Background: an optimization exercise with open tools, aiming at small area. Do not read the settings as production practice.
In this exercise RTL edits were held to simulation tests only and were not proved equivalent to the original.
No activity file was given, so power comes from the tool's default toggle rates.

job 101:
// mvm_host_ctrl
module mvm_host_ctrl #(
   parameter int k       = 8,
   parameter int b       = 8,
   parameter int timeout = 4096
) (
   input  logic                  clk,
   input  logic                  reset,
   input  logic                  cmd_valid,
   output logic                  cmd_ready,
   input  logic [1:0]            cmd_mode,
   input  logic                  in_valid,
   output logic                  in_ready,
   input  logic signed [b-1:0]   in_data,
   output logic                  loadMatrix,
   output logic                  loadVector,
   output logic                  start,
   output logic signed [b-1:0]   data_in,
   input  logic                  done,
   input  logic signed [2*b-1:0] data_out,
   output logic                  res_valid,
   input  logic                  res_ready,
   output logic signed [2*b-1:0] res_data,
   output logic                  res_last,
   output logic                  busy,
   output logic                  err
);
export LEC_CHECK = 0
export CAP_MARGIN = 20
export CORE_MARGIN = 2
export CORE_UTILIZATION = 70
export CTS_BUF_LIST = sky130_fd_sc_hd__clkbuf_16
export CTS_CLUSTER_DIAMETER = 60
export CTS_CLUSTER_SIZE = 30
export SLEW_MARGIN = 20
create_clock -name core_clock -period 5.0 [get_ports {clk}]
run.sh (not shown) runs the stock make flow with config.mk's settings and CLKGATE_MAP_FILE= SYNTH_SCRIPT=/design/flow/synth_recipe.tcl, a recipe that flattens the netlist after the stock synthesis.
Inputs modified between job 101 and job 102:
- CTS_BUF_LIST: sky130_fd_sc_hd__clkbuf_16 -> unset
- CTS_CLUSTER_SIZE: 30 -> unset
- CTS_CLUSTER_DIAMETER: 60 -> unset
==> flow/flow/run.sh (new file) <==
#!/bin/bash
# The standard layout, with two changes: the ports get the smallest buffer
# (sky130 buf_1) instead of the one buffer_ports picks by default, and clock
# tree synthesis inserts no dummy loads. Every other step is the standard flow's own.
set -euo pipefail
cd "$(dirname "$0")/.."
bash standard.sh \
  "BUFFER_PORTS_ARGS=-buffer_cell sky130_fd_sc_hd__buf_1" \
  "CTS_ARGS=-sink_clustering_enable -repair_clock_nets -dont_use_dummy_load -buf_list {sky130_fd_sc_hd__clkbuf_4 sky130_fd_sc_hd__clkbuf_8} -sink_clustering_size 16 -sink_clustering_max_diameter 40" \
  finish > standard.log 2>&1
==> flow/standard.sh (new file) <==
#!/bin/bash
# synth_recipe.tcl (not shown) runs the flow's synth.tcl, then flattens the netlist and writes it again
# the make line also repeats each setting of config.mk as NAME=value (left out here)
make -C /OpenROAD-flow-scripts/flow DESIGN_CONFIG=/design/flow/config.mk WORK_HOME=/design/flow/orfs CLKGATE_MAP_FILE= SYNTH_SCRIPT=/design/flow/synth_recipe.tcl "${@:-finish}"
removed: flow/run.sh
### Flow results
Job 102: met1 track demand over resource 0.19 points below job 101. Against job 101, job 102 comes in 5.5 points higher on part of the power in registers. Job 101 -> job 102: first-iteration DRC count decreased by more than a quarter. Between job 102 and job 101, it is job 102 whose initial antenna violation count is higher, by 1. Between job 101 and job 102, hold slack decreased. Compared with job 101, job 102 shows routed wire length that has gone down slightly. In the tables for job 102 and job 101, non-clock buffer total of the final layout reads higher with job 102. Final non-filler cell area: job 102 lower than job 101. Looking only at fraction of standard cell area in multi-input logic, and setting everything else aside, the higher value of job 102 and job 101 goes to job 102.
diff inputs: job 102 => job 103
==> flow/run.sh (new file) <==
#!/bin/bash
# synth_recipe.tcl (not shown) runs the flow's synth.tcl, then flattens the netlist and writes it again
# the make line also repeats each setting of config.mk as NAME=value (left out here)
make -C /OpenROAD-flow-scripts/flow DESIGN_CONFIG=/design/flow/config.mk WORK_HOME=/design/flow/orfs CLKGATE_MAP_FILE= SYNTH_SCRIPT=/design/flow/synth_recipe.tcl finish
removed: flow/flow/run.sh
removed: flow/standard.sh
Taking job 103 over job 102, the largest net degree at the start of global routing ratio works out to 1.8. Of job 103 and job 102, it is job 103 that has the higher area growth from synthesis to final layout. Of job 103 and job 102, the run reporting the lower clock share of power was job 102. For final net count, job 102 and job 103 come out practically identical. Sequential share of cell area: job 103 vs job 102 down 5.2 points.
### job 103 -> job 104
- CTS_CLUSTER_DIAMETER newly set to 67
- CTS_CLUSTER_SIZE newly set to 14
- CTS_BUF_LIST newly set to sky130_fd_sc_hd__clkbuf_16
==> flow/flow/run.sh (new file) <==
#!/bin/bash
# The standard layout, with two changes: the ports get the smallest buffer
# (sky130 buf_1) instead of the one buffer_ports picks by default, and clock
# tree synthesis inserts no dummy loads. Every other step is the standard flow's own.
set -euo pipefail
cd "$(dirname "$0")/.."
bash standard.sh \
  "BUFFER_PORTS_ARGS=-buffer_cell sky130_fd_sc_hd__buf_1" \
  "CTS_ARGS=-sink_clustering_enable -repair_clock_nets -dont_use_dummy_load -buf_list sky130_fd_sc_hd__clkbuf_16 -sink_clustering_size 14 -sink_clustering_max_diameter 67" \
  finish > standard.log 2>&1
==> flow/standard.sh (new file) <==
#!/bin/bash
# synth_recipe.tcl (not shown) runs the flow's synth.tcl, then flattens the netlist and writes it again
# the make line also repeats each setting of config.mk as NAME=value (left out here)
make -C /OpenROAD-flow-scripts/flow DESIGN_CONFIG=/design/flow/config.mk WORK_HOME=/design/flow/orfs CLKGATE_MAP_FILE= SYNTH_SCRIPT=/design/flow/synth_recipe.tcl "${@:-finish}"
removed: flow/run.sh
--- outcome ---
- Job 104 vs. job 103: finished layout cell area decreased by 3.6% relative to the old numbers, combinational cell power closely matched the old numbers.
- Comparing job 103 and job 104, final period utilization is higher on job 103.
- Comparing job 103 and job 104, the higher core utilization was measured on job 103.
- Delta (job 104 minus job 103): clock power saw a decrease; biggest cell delay along the critical path has increased; clock buffer count from CTS now smaller.
- Fraction of met2 tracks used by global routing, job 103 and job 104, lower one = job 103.
- In the flow results for job 103 and job 104, the total power is smaller on job 104.
Setup changes, job 104 to job 105
- CTS_CLUSTER_SIZE no longer set, was 14
- CTS_BUF_LIST no longer set, was sky130_fd_sc_hd__clkbuf_16
- CTS_CLUSTER_DIAMETER no longer set, was 67
diff --git a/flow/flow/run.sh b/flow/flow/run.sh
--- a/flow/flow/run.sh
+++ b/flow/flow/run.sh
@@ -9 +9 @@
-  "CTS_ARGS=-sink_clustering_enable -repair_clock_nets -dont_use_dummy_load -buf_list sky130_fd_sc_hd__clkbuf_16 -sink_clustering_size 14 -sink_clustering_max_diameter 67" \
+  "CTS_ARGS=-sink_clustering_enable -repair_clock_nets -dont_use_dummy_load -buf_list sky130_fd_sc_hd__clkbuf_8 -sink_clustering_size 24 -sink_clustering_max_diameter 40" \
[summary]
Job 105 finished all stages; the layout is clean. Job 104 finished every step from synthesis to the final layout, and the layout passed the timing, design-rule and antenna checks. Of job 104 and job 105, the higher global routing usage summed across all routing layers belongs to job 104. Of job 104 and job 105, job 105 shows the lower slack of the critical path, with job 104 above it. Total power shrinks by a little under 10% when moving from job 104 to job 105. Looking at via count across both flows, job 105 is the stronger of the two, with job 104 trailing. Clock power shrinks by more than a quarter when moving from job 104 to job 105. Clock skew on job 105 is behind job 104. Summary — final design area excluding fillers, job 105 relative to job 104: lower, by about 2.6%. Worst hold slack across all endpoints: job 105 worse than job 104. Min wire length of the first global-routing pass across job 104 and job 105: job 105. As far as synthesized cell area goes, job 104 and job 105 are indistinguishable; the numbers are identical.

==> port drivers added, routing unchanged <==
How much do the figures lean on ideal ports? The routed layouts below were timed once more, with nothing changed but the port constraints. Step 1 sets driving cells, clkbuf_16 on the clock port and buf_2 on the other inputs (assumed; they add their load-dependent delay and slew). Step 2, shift: input delay + t, output delay - t, t = (earliest + latest rising clock arrival at the registers) / 2. This alone moves slack from input paths to output paths. Slacks: no drivers / after step 1 / after step 2; pairs: no drivers / after step 1.
run	t, ns	setup slack, ns	worst data-port slew with drivers (ns)
job 101	0.566	1.315 / 1.270 / 1.350	0.04
job 102	0.597	1.644 / 1.602 / 1.782	0.05
job 103	0.607	1.287 / 1.237 / 1.375	0.06
job 104	0.582	1.674 / 1.623 / 1.779	0.05
job 105	0.606	1.639 / 1.589 / 1.793	0.05
After both steps every run listed still meets setup and hold.
